What follows belongs to an exercise in optimizing a design on an open flow for small area, a short achievable clock period and few clock cycles per item; a production flow would make more cautious choices.

==> juniper: inputs <==
==> flow/design.v <==
`default_nettype none
package fnmf_pkg;
  localparam int unsigned DEF_MAX_SIDE     = 64;
  localparam int unsigned DEF_SAMPLE_WIDTH = 16;
  localparam int unsigned DEF_FRAC_BITS    = 8;
  localparam int unsigned CFG_W      = 7;
  localparam int unsigned IDX_W      = 6;
  localparam int unsigned MEAN_W     = 24;
  localparam int unsigned RESET_SIDE = 4;
endpackage
`default_nettype wire
`default_nettype none
module fnmf_div (
  input  logic [17:0] sum,     
  input  logic [1:0]  ncode,   
  output logic [23:0] mean
);
  function automatic logic [2:0] add3(input logic [2:0] a, input logic [2:0] b);
    add3[0] = (a[0] & b[0]) | (a[1] & b[2]) | (a[2] & b[1]);
    add3[1] = (a[0] & b[1]) | (a[1] & b[0]) | (a[2] & b[2]);
    add3[2] = (a[0] & b[2]) | (a[2] & b[0]) | (a[1] & b[1]);
  endfunction
  logic [53:0] t [6];
  logic [2:0]  v [17];    
  logic [15:0] q;
  logic [7:0]  frac;
  for (genvar i = 0; i < 18; i++) begin : g_e
    localparam int K = 17 - i;
    if (K == 17 || (K % 2) == 0) begin : g_pos
      assign t[0][3*i +: 3] = sum[K] ? 3'b010 : 3'b001;
    end else begin : g_neg
      assign t[0][3*i +: 3] = sum[K] ? 3'b100 : 3'b001;
    end
  end
  for (genvar l = 0; l < 5; l++) begin : g_lvl
    for (genvar i = 0; i < 18; i++) begin : g_i
      if (((i >> l) & 1) == 1) begin : g_add
        assign t[l+1][3*i +: 3] = add3(t[l][3*i +: 3], t[l][3*(((i >> l) << l) - 1) +: 3]);
      end else begin : g_pass
        assign t[l+1][3*i +: 3] = t[l][3*i +: 3];
      end
    end
  end
  for (genvar j = 0; j < 17; j++) begin : g_v
    if ((j % 2) == 0) begin : g_even
      assign v[j] = t[5][3*(17-j) +: 3];
    end else begin : g_odd
      assign v[j] = {t[5][3*(17-j) + 1], t[5][3*(17-j) + 2], t[5][3*(17-j)]};
    end
  end
  for (genvar i = 0; i < 16; i++) begin : g_q
    assign q[i] = v[i + 1][2] | (v[i + 1][1] & sum[i]);
  end
  assign frac = v[0][1] ? 8'd85 : v[0][2] ? 8'd171 : 8'd0;
  always_comb begin
    unique case (ncode)
      2'd0:    mean = {sum[15:0], 8'd0};
      2'd1:    mean = {sum[16:0], 7'd0};
      2'd2:    mean = {q, frac};
      default: mean = {sum[17:0], 6'd0};
    endcase
  end
endmodule
`default_nettype wire
`default_nettype none
module fnmf_vdelay #(
  parameter int unsigned W    = 16,
  parameter int unsigned NSEG = 6,
  parameter int unsigned L4   = 15,   
  parameter int unsigned L5   = 30    
) (
  input  logic            clk,
  input  logic            en,
  input  logic [NSEG-1:0] sel,    
  input  logic [W-1:0]    din,
  output logic [NSEG*W-1:0] last    
);
  logic [W-1:0] seg_in [NSEG+1];
  assign seg_in[0] = din;
  for (genvar i = 0; i < NSEG; i++) begin : g_seg
    localparam int unsigned LEN = (i == 4) ? L4 : (i == 5) ? L5 : (1 << i);
    logic [LEN*W-1:0] sr;
    always_ff @(posedge clk) begin
      if (en) begin
        if (LEN == 1) sr <= seg_in[i];
        else          sr <= {sr[(LEN-1)*W-1:0], seg_in[i]};
      end
    end
    assign last[i*W +: W] = sr[LEN*W-1 -: W];
    assign seg_in[i+1]    = sel[i] ? sr[LEN*W-1 -: W] : seg_in[i];
  end
endmodule
module fnmf_dpath #(
  parameter int unsigned W = 16
) (
  input  logic         clk,
  input  logic         shift,
  input  logic [W-1:0] din,
  input  logic [5:0]   seg_r,    
  input  logic [8:0]   tap_r,    
  input  logic [5:0]   seg_u,    
  input  logic [6:0]   tap_u,    
  output logic [W-1:0] cur,
  output logic [W-1:0] d1,
  output logic [W-1:0] d2,
  output logic [W-1:0] r,
  output logic [W-1:0] m,
  output logic [W-1:0] l,
  output logic [W-1:0] r_nxt,
  output logic [W-1:0] u_nxt
);
  logic [6*W-1:0] v1_last, v2_last;
  fnmf_vdelay #(.W(W), .NSEG(6), .L4(15), .L5(30)) u_v1 (
    .clk (clk), .en (shift), .sel (seg_r), .din (d2), .last (v1_last)
  );
  fnmf_vdelay #(.W(W), .NSEG(6), .L4(16), .L5(31)) u_v2 (
    .clk (clk), .en (shift), .sel (seg_u), .din (l), .last (v2_last)
  );
  always_comb begin
    r_nxt = ({W{tap_r[0]}} & cur) | ({W{tap_r[1]}} & d1) | ({W{tap_r[2]}} & d2);
    u_nxt = {W{tap_u[0]}} & l;
    for (int i = 0; i < 6; i++) begin
      r_nxt = r_nxt | ({W{tap_r[i+3]}} & v1_last[i*W +: W]);
      u_nxt = u_nxt | ({W{tap_u[i+1]}} & v2_last[i*W +: W]);
    end
  end
  always_ff @(posedge clk) begin
    if (shift) begin
      cur <= din;
      d1  <= cur;
      d2  <= d1;
      r   <= r_nxt;
      m   <= r;
      l   <= m;
    end
  end
endmodule
`default_nettype wire
`default_nettype none
module fnmf_ctrl (
  input  logic       clk,
  input  logic       rst_n,
  input  logic       cfg_take,
  input  logic [6:0] cfg_side,
  input  logic       adv,
  output logic [5:0] side_last,   
  output logic [5:0] row,
  output logic [5:0] col
);
  logic [5:0] side_nxt;
  always_comb begin
    if (cfg_side == 7'd0)     side_nxt = 6'd0;
    else if (cfg_side[6])     side_nxt = 6'd63;
    else                      side_nxt = 6'(cfg_side - 7'd1);
  end
  always_ff @(posedge clk) begin
    if (!rst_n) begin
      side_last <= 6'd3;
      row       <= '0;
      col       <= '0;
    end else if (cfg_take) begin
      side_last <= side_nxt;
      row       <= '0;
      col       <= '0;
    end else if (adv) begin
      if (col == side_last) begin
        col <= '0;
        row <= (row == side_last) ? 6'd0 : row + 6'd1;
      end else begin
        col <= col + 6'd1;
      end
    end
  end
endmodule
`default_nettype wire
`default_nettype none
import fnmf_pkg::*;
module four_neighbor_mean_filter #(
  parameter int unsigned MAX_SIDE      = fnmf_pkg::DEF_MAX_SIDE,
  parameter int unsigned SAMPLE_WIDTH  = fnmf_pkg::DEF_SAMPLE_WIDTH,
  parameter int unsigned FRACTION_BITS = fnmf_pkg::DEF_FRAC_BITS
) (
  input  logic                               clk,
  input  logic                               rst_n,
  input  logic                               in_valid,
  output logic                               in_stall,
  input  logic signed [SAMPLE_WIDTH-1:0]     in_sample,
  output logic                               out_valid,
  input  logic                               out_stall,
  output logic [fnmf_pkg::IDX_W-1:0]         out_row,
  output logic [fnmf_pkg::IDX_W-1:0]         out_col,
  output logic signed [fnmf_pkg::MEAN_W-1:0] out_neighbor_mean,
  output logic                               out_last_of_matrix,
  input  logic                               cfg_valid,
  output logic                               cfg_ready,
  input  logic [fnmf_pkg::CFG_W-1:0]         cfg_matrix_side
);
  localparam int unsigned W = SAMPLE_WIDTH;
  logic       in_stall_r, cfg_ready_r;
  logic       take, cfg_take, move;
  logic [5:0] side_last, pos_row, pos_col;
  assign take     = in_valid && !in_stall_r;
  assign cfg_take = cfg_valid && cfg_ready_r;
  fnmf_ctrl u_ctrl (
    .clk       (clk),
    .rst_n     (rst_n),
    .cfg_take  (cfg_take),
    .cfg_side  (cfg_matrix_side),
    .adv       (move),
    .side_last (side_last),
    .row       (pos_row),
    .col       (pos_col)
  );
  logic [5:0] seg_r, seg_u;
  logic [8:0] tap_r;
  logic [6:0] tap_u;
  always_ff @(posedge clk) begin
    logic [5:0] a, b, sr, su;
    logic [8:0] tr;
    logic [6:0] tu;
    a = side_last - 6'd3;
    sr[5] = (a >= 6'd30);
    if (sr[5]) a = a - 6'd30;
    sr[4] = (a >= 6'd15);
    if (sr[4]) a = a - 6'd15;
    sr[3:0] = a[3:0];
    tr = '0;
    if (side_last == 6'd1)      tr[0] = 1'b1;
    else if (side_last == 6'd2) tr[1] = 1'b1;
    else if (sr == 6'd0)        tr[2] = 1'b1;
    else begin
      for (int i = 0; i < 6; i++) begin
        if (sr[i]) tr = 9'(1) << (i + 3);
      end
    end
    b = side_last - 6'd1;
    su[5] = (b >= 6'd31);
    if (su[5]) b = b - 6'd31;
    su[4:0] = b[4:0];
    tu = '0;
    if (su == 6'd0) tu[0] = 1'b1;
    else begin
      for (int i = 0; i < 6; i++) begin
        if (su[i]) tu = 7'(1) << (i + 1);
      end
    end
    seg_r <= sr;
    seg_u <= su;
    tap_r <= tr;
    tap_u <= tu;
  end
  logic         in_v;
  logic [W-1:0] in_x;
  always_ff @(posedge clk) begin
    if (!in_stall_r) begin
      in_x <= in_sample;
    end
  end
  logic [2:0] pend;                          
  logic [5:0] cur_r, cur_c;
  logic       k_v, s_v, o_v;
  logic       issue, s_block;
  logic [2:0] pend_after, pend_new, pend_n;
  assign issue      = (pend != 3'b000) && !k_v;
  assign pend_after = issue ? {pend[2] && (pend[1:0] != 2'b00), pend[1] && pend[0], 1'b0} : pend;
  assign move       = in_v && (pend_after == 3'b000);
  assign s_block    = s_v && o_v && out_stall;
  logic in_lastrow, up_a, left_a, right_a, left_b, self1;
  assign in_lastrow  = (pos_row == side_last);
  assign pend_new[0] = (pos_row != 6'd0);
  assign pend_new[1] = in_lastrow && (pos_col != 6'd0);
  assign pend_new[2] = in_lastrow && (pos_col == side_last);
  assign up_a        = (pos_row[5:1] != 5'd0);
  assign left_a      = (pos_col != 6'd0);
  assign right_a     = (pos_col != side_last);
  assign left_b      = (pos_col[5:1] != 5'd0);
  assign self1       = (side_last == 6'd0);
  logic [W-1:0] cur, d1, d2, t_r, t_m, t_l, r_nxt, u_nxt;
  fnmf_dpath #(.W(W)) u_dpath (
    .clk   (clk),
    .shift (move),
    .din   (in_x),
    .seg_r (seg_r),
    .tap_r (tap_r),
    .seg_u (seg_u),
    .tap_u (tap_u),
    .cur   (cur),
    .d1    (d1),
    .d2    (d2),
    .r     (t_r),
    .m     (t_m),
    .l     (t_l),
    .r_nxt (r_nxt),
    .u_nxt (u_nxt)
  );
  logic [17:0] pa;
  logic [16:0] pb;
  logic [5:0]  n_a;                          
  logic        e_self, n_b;
  always_ff @(posedge clk) begin
    if (move) begin
      logic [W-1:0] u_a, l_a, r_a, l_b;
      u_a = u_nxt & {W{up_a}};
      l_a = t_m & {W{left_a}};
      r_a = r_nxt & {W{right_a}};
      l_b = d1 & {W{left_b}};
      pa <= {{2{u_a[W-1]}}, u_a} + {{2{l_a[W-1]}}, l_a} + {{2{r_a[W-1]}}, r_a};
      pb <= {t_m[W-1], t_m} + {l_b[W-1], l_b};
      cur_r  <= pos_row;
      cur_c  <= pos_col;
      n_a    <= 6'(2'(up_a) + 2'(left_a) + 2'(right_a));
      n_b    <= left_b;
      e_self <= self1;
    end
  end
  logic e_a, e_b, e_c;
  always_ff @(posedge clk) begin
    e_a <= pend_n[0];
    e_b <= !pend_n[0] && pend_n[1];
    e_c <= !pend_n[0] && !pend_n[1];
  end
  logic [17:0] op0, op1, f_sum;
  logic [1:0]  f_n;
  logic [5:0]  f_row, f_col;
  logic        f_last, corner2;
  always_comb begin
    corner2 = e_c && !e_self;
    op0   = corner2 ? {{2{t_m[W-1]}}, t_m} : {{2{cur[W-1]}}, cur};
    op1   = ({18{e_a}} & pa) | ({18{e_b}} & {pb[16], pb}) | ({18{corner2}} & {{2{d1[W-1]}}, d1});
    f_sum = op0 + op1;
    f_n    = e_a ? n_a[1:0] : e_b ? {n_b, !n_b} : {1'b0, !e_self};
    f_row  = e_a ? cur_r - 6'd1 : cur_r;
    f_col  = e_b ? cur_c - 6'd1 : cur_c;
    f_last = e_c;
  end
  logic [17:0] k_sum, s_sum;
  logic [1:0]  k_n, s_n;
  logic [5:0]  k_row, k_col, s_row, s_col;
  logic        k_last, s_last;
  logic [23:0] s_mean;
  always_ff @(posedge clk) begin
    if (!k_v && issue && s_block) begin
      k_sum  <= f_sum;
      k_n    <= f_n;
      k_row  <= f_row;
      k_col  <= f_col;
      k_last <= f_last;
    end
    if (!s_block) begin
      if (k_v) begin
        s_sum  <= k_sum;
        s_n    <= k_n;
        s_row  <= k_row;
        s_col  <= k_col;
        s_last <= k_last;
      end else begin
        s_sum  <= f_sum;
        s_n    <= f_n;
        s_row  <= f_row;
        s_col  <= f_col;
        s_last <= f_last;
      end
    end
  end
  fnmf_div u_div (
    .sum   (s_sum),
    .ncode (s_n),
    .mean  (s_mean)
  );
  logic [5:0]  o_row, o_col;
  logic [23:0] o_mean;
  logic        o_last;
  always_ff @(posedge clk) begin
    if (!(o_v && out_stall)) begin
      o_row  <= s_row;
      o_col  <= s_col;
      o_mean <= s_mean;
      o_last <= s_last;
    end
  end
  logic       in_v_n, k_v_n, s_v_n, o_v_n;
  logic       issue_n, move_n;
  logic [2:0] pend_after_n;
  always_comb begin
    in_v_n = take || (in_v && !move);
    pend_n = move ? pend_new : pend_after;
    k_v_n  = k_v ? s_block : (issue && s_block);
    s_v_n  = s_block ? 1'b1 : (k_v || issue);
    o_v_n  = (o_v && out_stall) ? 1'b1 : s_v;
    issue_n      = (pend_n != 3'b000) && !k_v_n;
    pend_after_n = issue_n ? {pend_n[2] && (pend_n[1:0] != 2'b00), pend_n[1] && pend_n[0], 1'b0}
                           : pend_n;
    move_n       = in_v_n && (pend_after_n == 3'b000);
  end
  always_ff @(posedge clk) begin
    if (!rst_n) begin
      in_v        <= 1'b0;
      pend        <= 3'b000;
      k_v         <= 1'b0;
      s_v         <= 1'b0;
      o_v         <= 1'b0;
      in_stall_r  <= 1'b0;
      cfg_ready_r <= 1'b1;
    end else begin
      in_v        <= in_v_n;
      pend        <= pend_n;
      k_v         <= k_v_n;
      s_v         <= s_v_n;
      o_v         <= o_v_n;
      in_stall_r  <= in_v_n && !move_n;
      cfg_ready_r <= !(in_v_n && !move_n);
    end
  end
  assign in_stall           = in_stall_r;
  assign cfg_ready          = cfg_ready_r;
  assign out_valid          = o_v;
  assign out_row            = o_row;
  assign out_col            = o_col;
  assign out_neighbor_mean  = o_mean;
  assign out_last_of_matrix = o_last;
endmodule
`default_nettype wire
==> flow/run.sh <==
#!/bin/bash
# synth_recipe.tcl (not shown) runs the flow's synth.tcl, then flattens the netlist and writes it again
# the make line also repeats each setting of config.mk as NAME=value (left out here)
make -C /OpenROAD-flow-scripts/flow DESIGN_CONFIG=/design/flow/config.mk WORK_HOME=/design/flow/orfs CLKGATE_MAP_FILE= SYNTH_SCRIPT=/design/flow/synth_recipe.tcl finish
==> flow/config.mk <==
export PLATFORM = sky130hd
export DESIGN_NAME = four_neighbor_mean_filter
export DESIGN_NICKNAME = four_neighbor_mean_filter
export VERILOG_FILES = /design/flow/design.v
export SDC_FILE = /design/flow/constraint.sdc
export NUM_CORES = 4
export LEC_CHECK = 0
export CAP_MARGIN = 20
export CORE_MARGIN = 2
export CORE_UTILIZATION = 60
export SETUP_SLACK_MARGIN = 5.0
export SLEW_MARGIN = 20
==> flow/constraint.sdc <==
create_clock -name core_clock -period 8.0 [get_ports {clk}]
set_input_delay 1.6000 -clock core_clock [delete_from_list [all_inputs] [get_ports {clk}]]
set_output_delay 1.6000 -clock core_clock [all_outputs]
set_load 0.01 [all_outputs]
==> inputs of garnet, as changes to juniper <==
==> flow/design.v, changed modules only <==
module fnmf_vdelay #(
  parameter int unsigned W    = 16,
  parameter int unsigned NSEG = 6,
  parameter int unsigned L4   = 15,   
  parameter int unsigned L5   = 30    
) (
  input  logic            clk,
  input  logic            en,
  input  logic [NSEG-1:0] sel,    
  input  logic [W-1:0]    din,
  output logic [W-1:0]    dout    
);
  logic [W-1:0] seg_in [NSEG+1];
  assign seg_in[0] = din;
  for (genvar i = 0; i < NSEG; i++) begin : g_seg
    localparam int unsigned LEN = (i == 4) ? L4 : (i == 5) ? L5 : (1 << i);
    logic [LEN*W-1:0] sr;
    always_ff @(posedge clk) begin
      if (en) begin
        if (LEN == 1) sr <= seg_in[i];
        else          sr <= {sr[(LEN-1)*W-1:0], seg_in[i]};
      end
    end
    assign seg_in[i+1] = sel[i] ? sr[LEN*W-1 -: W] : seg_in[i];
  end
  assign dout = seg_in[NSEG];
endmodule
module fnmf_dpath #(
  parameter int unsigned W = 16
) (
  input  logic         clk,
  input  logic         shift,
  input  logic [W-1:0] din,
  input  logic [5:0]   sel_r,      
  input  logic         r_from_cur,  
  input  logic         r_from_d1,   
  input  logic [5:0]   sel_u,      
  output logic [W-1:0] cur,
  output logic [W-1:0] d1,
  output logic [W-1:0] d2,
  output logic [W-1:0] r,
  output logic [W-1:0] m,
  output logic [W-1:0] l,
  output logic [W-1:0] u
);
  logic [W-1:0] v1_out, v2_out, r_nxt;
  fnmf_vdelay #(.W(W), .NSEG(6), .L4(15), .L5(30)) u_v1 (
    .clk (clk), .en (shift), .sel (sel_r), .din (d2), .dout (v1_out)
  );
  fnmf_vdelay #(.W(W), .NSEG(6), .L4(16), .L5(31)) u_v2 (
    .clk (clk), .en (shift), .sel (sel_u), .din (l), .dout (v2_out)
  );
  assign r_nxt = r_from_cur ? cur : r_from_d1 ? d1 : v1_out;
  always_ff @(posedge clk) begin
    if (shift) begin
      cur <= din;
      d1  <= cur;
      d2  <= d1;
      r   <= r_nxt;
      m   <= r;
      l   <= m;
      u   <= v2_out;
    end
  end
endmodule
module four_neighbor_mean_filter #(
  parameter int unsigned MAX_SIDE      = fnmf_pkg::DEF_MAX_SIDE,
  parameter int unsigned SAMPLE_WIDTH  = fnmf_pkg::DEF_SAMPLE_WIDTH,
  parameter int unsigned FRACTION_BITS = fnmf_pkg::DEF_FRAC_BITS
) (
  input  logic                               clk,
  input  logic                               rst_n,
  input  logic                               in_valid,
  output logic                               in_stall,
  input  logic signed [SAMPLE_WIDTH-1:0]     in_sample,
  output logic                               out_valid,
  input  logic                               out_stall,
  output logic [fnmf_pkg::IDX_W-1:0]         out_row,
  output logic [fnmf_pkg::IDX_W-1:0]         out_col,
  output logic signed [fnmf_pkg::MEAN_W-1:0] out_neighbor_mean,
  output logic                               out_last_of_matrix,
  input  logic                               cfg_valid,
  output logic                               cfg_ready,
  input  logic [fnmf_pkg::CFG_W-1:0]         cfg_matrix_side
);
  localparam int unsigned W = SAMPLE_WIDTH;
  logic       in_stall_r, cfg_ready_r;
  logic       take, cfg_take, move;
  logic [5:0] side_last, pos_row, pos_col;
  assign take     = in_valid && !in_stall_r;
  assign cfg_take = cfg_valid && cfg_ready_r;
  fnmf_ctrl u_ctrl (
    .clk       (clk),
    .rst_n     (rst_n),
    .cfg_take  (cfg_take),
    .cfg_side  (cfg_matrix_side),
    .adv       (move),
    .side_last (side_last),
    .row       (pos_row),
    .col       (pos_col)
  );
  logic [5:0] sel_r, sel_u;
  logic       r_from_cur, r_from_d1, self1;
  always_ff @(posedge clk) begin
    logic [5:0] a, b, sr, su;
    a = side_last - 6'd3;
    sr[5] = (a >= 6'd30);
    if (sr[5]) a = a - 6'd30;
    sr[4] = (a >= 6'd15);
    if (sr[4]) a = a - 6'd15;
    sr[3:0] = a[3:0];
    b = side_last - 6'd1;
    su[5] = (b >= 6'd31);
    if (su[5]) b = b - 6'd31;
    su[4:0] = b[4:0];
    sel_r      <= sr;
    sel_u      <= su;
    r_from_cur <= (side_last == 6'd1);
    r_from_d1  <= (side_last == 6'd2);
  end
  logic         in_v;
  logic [W-1:0] in_x;
  always_ff @(posedge clk) begin
    if (!in_stall_r) begin
      in_x <= in_sample;
    end
  end
  logic [2:0] pend;                          
  logic [5:0] cur_r, cur_c;
  logic       up_a, left_a, right_a, left_b;
  logic       k_v, s_v, o_v;
  logic       issue, s_block;
  logic [2:0] pend_after, pend_new;
  logic       sel_a, sel_b, sel_c;
  assign sel_a = pend[0];
  assign sel_b = !pend[0] && pend[1];
  assign sel_c = !pend[0] && !pend[1] && pend[2];
  assign issue      = (pend != 3'b000) && !k_v;
  assign pend_after = issue ? {pend[2] && (pend[1:0] != 2'b00), pend[1] && pend[0], 1'b0} : pend;
  assign move       = in_v && (pend_after == 3'b000);
  assign s_block    = s_v && o_v && out_stall;
  logic in_lastrow;
  assign in_lastrow  = (pos_row == side_last);
  assign pend_new[0] = (pos_row != 6'd0);
  assign pend_new[1] = in_lastrow && (pos_col != 6'd0);
  assign pend_new[2] = in_lastrow && (pos_col == side_last);
  always_ff @(posedge clk) begin
    if (move) begin
      cur_r   <= pos_row;
      cur_c   <= pos_col;
      up_a    <= (pos_row[5:1] != 5'd0);
      left_a  <= (pos_col != 6'd0);
      right_a <= (pos_col != side_last);
      left_b  <= (pos_col[5:1] != 5'd0);
      self1   <= (side_last == 6'd0);
    end
  end
  logic [W-1:0] cur, d1, d2, tap_r, tap_m, tap_l, tap_u;
  fnmf_dpath #(.W(W)) u_dpath (
    .clk        (clk),
    .shift      (move),
    .din        (in_x),
    .sel_r      (sel_r),
    .r_from_cur (r_from_cur),
    .r_from_d1  (r_from_d1),
    .sel_u      (sel_u),
    .cur        (cur),
    .d1         (d1),
    .d2         (d2),
    .r          (tap_r),
    .m          (tap_m),
    .l          (tap_l),
    .u          (tap_u)
  );
  logic [W-1:0] op0, op1, op2, op3;
  logic [17:0]  f_sum;
  logic [1:0]   f_n;
  logic [5:0]   f_row, f_col;
  logic         f_last;
  always_comb begin
    op0 = (sel_c && !self1) ? tap_m : cur;
    op1 = sel_a ? (up_a ? tap_u : '0) : sel_b ? tap_l : (self1 ? '0 : d1);
    op2 = sel_a ? (left_a ? tap_l : '0) : (sel_b && left_b) ? d2 : '0;
    op3 = (sel_a && right_a) ? tap_r : '0;
    f_sum = {{2{op0[W-1]}}, op0} + {{2{op1[W-1]}}, op1} + {{2{op2[W-1]}}, op2} + {{2{op3[W-1]}}, op3};
    if (sel_a)      f_n = 2'(up_a) + 2'(left_a) + 2'(right_a);
    else if (sel_b) f_n = left_b ? 2'd2 : 2'd1;
    else            f_n = self1 ? 2'd0 : 2'd1;
    f_row  = sel_a ? cur_r - 6'd1 : cur_r;
    f_col  = sel_b ? cur_c - 6'd1 : cur_c;
    f_last = sel_c;
  end
  logic [17:0] k_sum, s_sum;
  logic [1:0]  k_n, s_n;
  logic [5:0]  k_row, k_col, s_row, s_col;
  logic        k_last, s_last;
  logic [23:0] s_mean;
  always_ff @(posedge clk) begin
    if (!k_v && issue && s_block) begin
      k_sum  <= f_sum;
      k_n    <= f_n;
      k_row  <= f_row;
      k_col  <= f_col;
      k_last <= f_last;
    end
    if (!s_block) begin
      if (k_v) begin
        s_sum  <= k_sum;
        s_n    <= k_n;
        s_row  <= k_row;
        s_col  <= k_col;
        s_last <= k_last;
      end else begin
        s_sum  <= f_sum;
        s_n    <= f_n;
        s_row  <= f_row;
        s_col  <= f_col;
        s_last <= f_last;
      end
    end
  end
  fnmf_div u_div (
    .sum   (s_sum),
    .ncode (s_n),
    .mean  (s_mean)
  );
  logic [5:0]  o_row, o_col;
  logic [23:0] o_mean;
  logic        o_last;
  always_ff @(posedge clk) begin
    if (!(o_v && out_stall)) begin
      o_row  <= s_row;
      o_col  <= s_col;
      o_mean <= s_mean;
      o_last <= s_last;
    end
  end
  logic       in_v_n, k_v_n, s_v_n, o_v_n;
  logic [2:0] pend_n;
  logic       issue_n, move_n;
  logic [2:0] pend_after_n;
  always_comb begin
    in_v_n = take || (in_v && !move);
    pend_n = move ? pend_new : pend_after;
    k_v_n  = k_v ? s_block : (issue && s_block);
    s_v_n  = s_block ? 1'b1 : (k_v || issue);
    o_v_n  = (o_v && out_stall) ? 1'b1 : s_v;
    issue_n      = (pend_n != 3'b000) && !k_v_n;
    pend_after_n = issue_n ? {pend_n[2] && (pend_n[1:0] != 2'b00), pend_n[1] && pend_n[0], 1'b0}
                           : pend_n;
    move_n       = in_v_n && (pend_after_n == 3'b000);
  end
  always_ff @(posedge clk) begin
    if (!rst_n) begin
      in_v        <= 1'b0;
      pend        <= 3'b000;
      k_v         <= 1'b0;
      s_v         <= 1'b0;
      o_v         <= 1'b0;
      in_stall_r  <= 1'b0;
      cfg_ready_r <= 1'b1;
    end else begin
      in_v        <= in_v_n;
      pend        <= pend_n;
      k_v         <= k_v_n;
      s_v         <= s_v_n;
      o_v         <= o_v_n;
      in_stall_r  <= in_v_n && !move_n;
      cfg_ready_r <= !(in_v_n && !move_n);
    end
  end
  assign in_stall           = in_stall_r;
  assign cfg_ready          = cfg_ready_r;
  assign out_valid          = o_v;
  assign out_row            = o_row;
  assign out_col            = o_col;
  assign out_neighbor_mean  = o_mean;
  assign out_last_of_matrix = o_last;
endmodule
- CTS_CLUSTER_SIZE: not set -> 30
==> summary of the runs <==
In juniper the worst setup slack is higher than in garnet, by 0.92 ns. Against juniper, the clock-buffer cell count of garnet is lower by 23. Between juniper and garnet, the lower worst hold slack is in juniper (gap 0.016 ns). Synthesized area: juniper is larger than garnet (about 3.7%). Against garnet, the non-clock buffer count of juniper is higher by 86. Between garnet and juniper, the lower fmax is in garnet (gap 21%, measured against juniper).
==> figures <==
	garnet	juniper
Adder-cell share of the synthesized area	1.74%	1.85%
Final Skew	0.0446 ns	0.0847 ns
Ratio of final minimum period to clock period	55.8%	44.3%
Area of the multi-input gates	8970 sq um	11600 sq um
Post_cts resized	315	416
R2R Path End	s_sum[15]	pa[14]
Relative slew slack	30.4%	22.8%
Maximum clock frequency	224 MHz	282 MHz
Outcome	finished clean	finished clean
Clock latency (worst-skew pair)	0.82 ns	0.83 ns
GR met1 Demand/Resource	30.1%	31.5%
Post-placement worst setup slack	2.48 ns	2.33 ns
Required time reported for the critical path endpoint	8.56 ns	8.62 ns
Multi-input gate count	988	1267
Function was not checked in any run of this note: the RTL went through the layout flow alone.

[separate check: timing with driven ports]
The results above use ideal ports. As a check the final layouts listed here were re-extracted and re-timed, cells and wires unchanged. Step 1 (the two cells are an assumption about what drives the block):
set clk [get_ports {clk}]
set_driving_cell -lib_cell sky130_fd_sc_hd__clkbuf_16 $clk
set_driving_cell -lib_cell sky130_fd_sc_hd__buf_2 [delete_from_list [all_inputs] $clk]
Step 2 adds t to the input delays and takes it off the output delays; t is the mean of the earliest and latest rising clock arrival at the registers after step 1. Input paths then give back, and output paths get back, about the clock's delay inside the block. Slacks: no drivers / after step 1 / after step 2; pairs: no drivers / after step 1.
run	t (ns)	setup slack, ns	worst setup path after step 2	latest minus earliest clock arrival (ns)	slew at the worst register clock pin (ns)
juniper	0.863	4.458 / 4.458 / 4.287	input to register	0.091 / 0.090	0.07 / 0.07
garnet	0.874	3.537 / 3.537 / 3.537	register to register	0.045 / 0.044	0.07 / 0.07
After both steps every run listed still meets setup and hold. The setup slack of juniper, which loses most, moves by 0.000 ns with the drivers and by -0.171 ns with both steps.
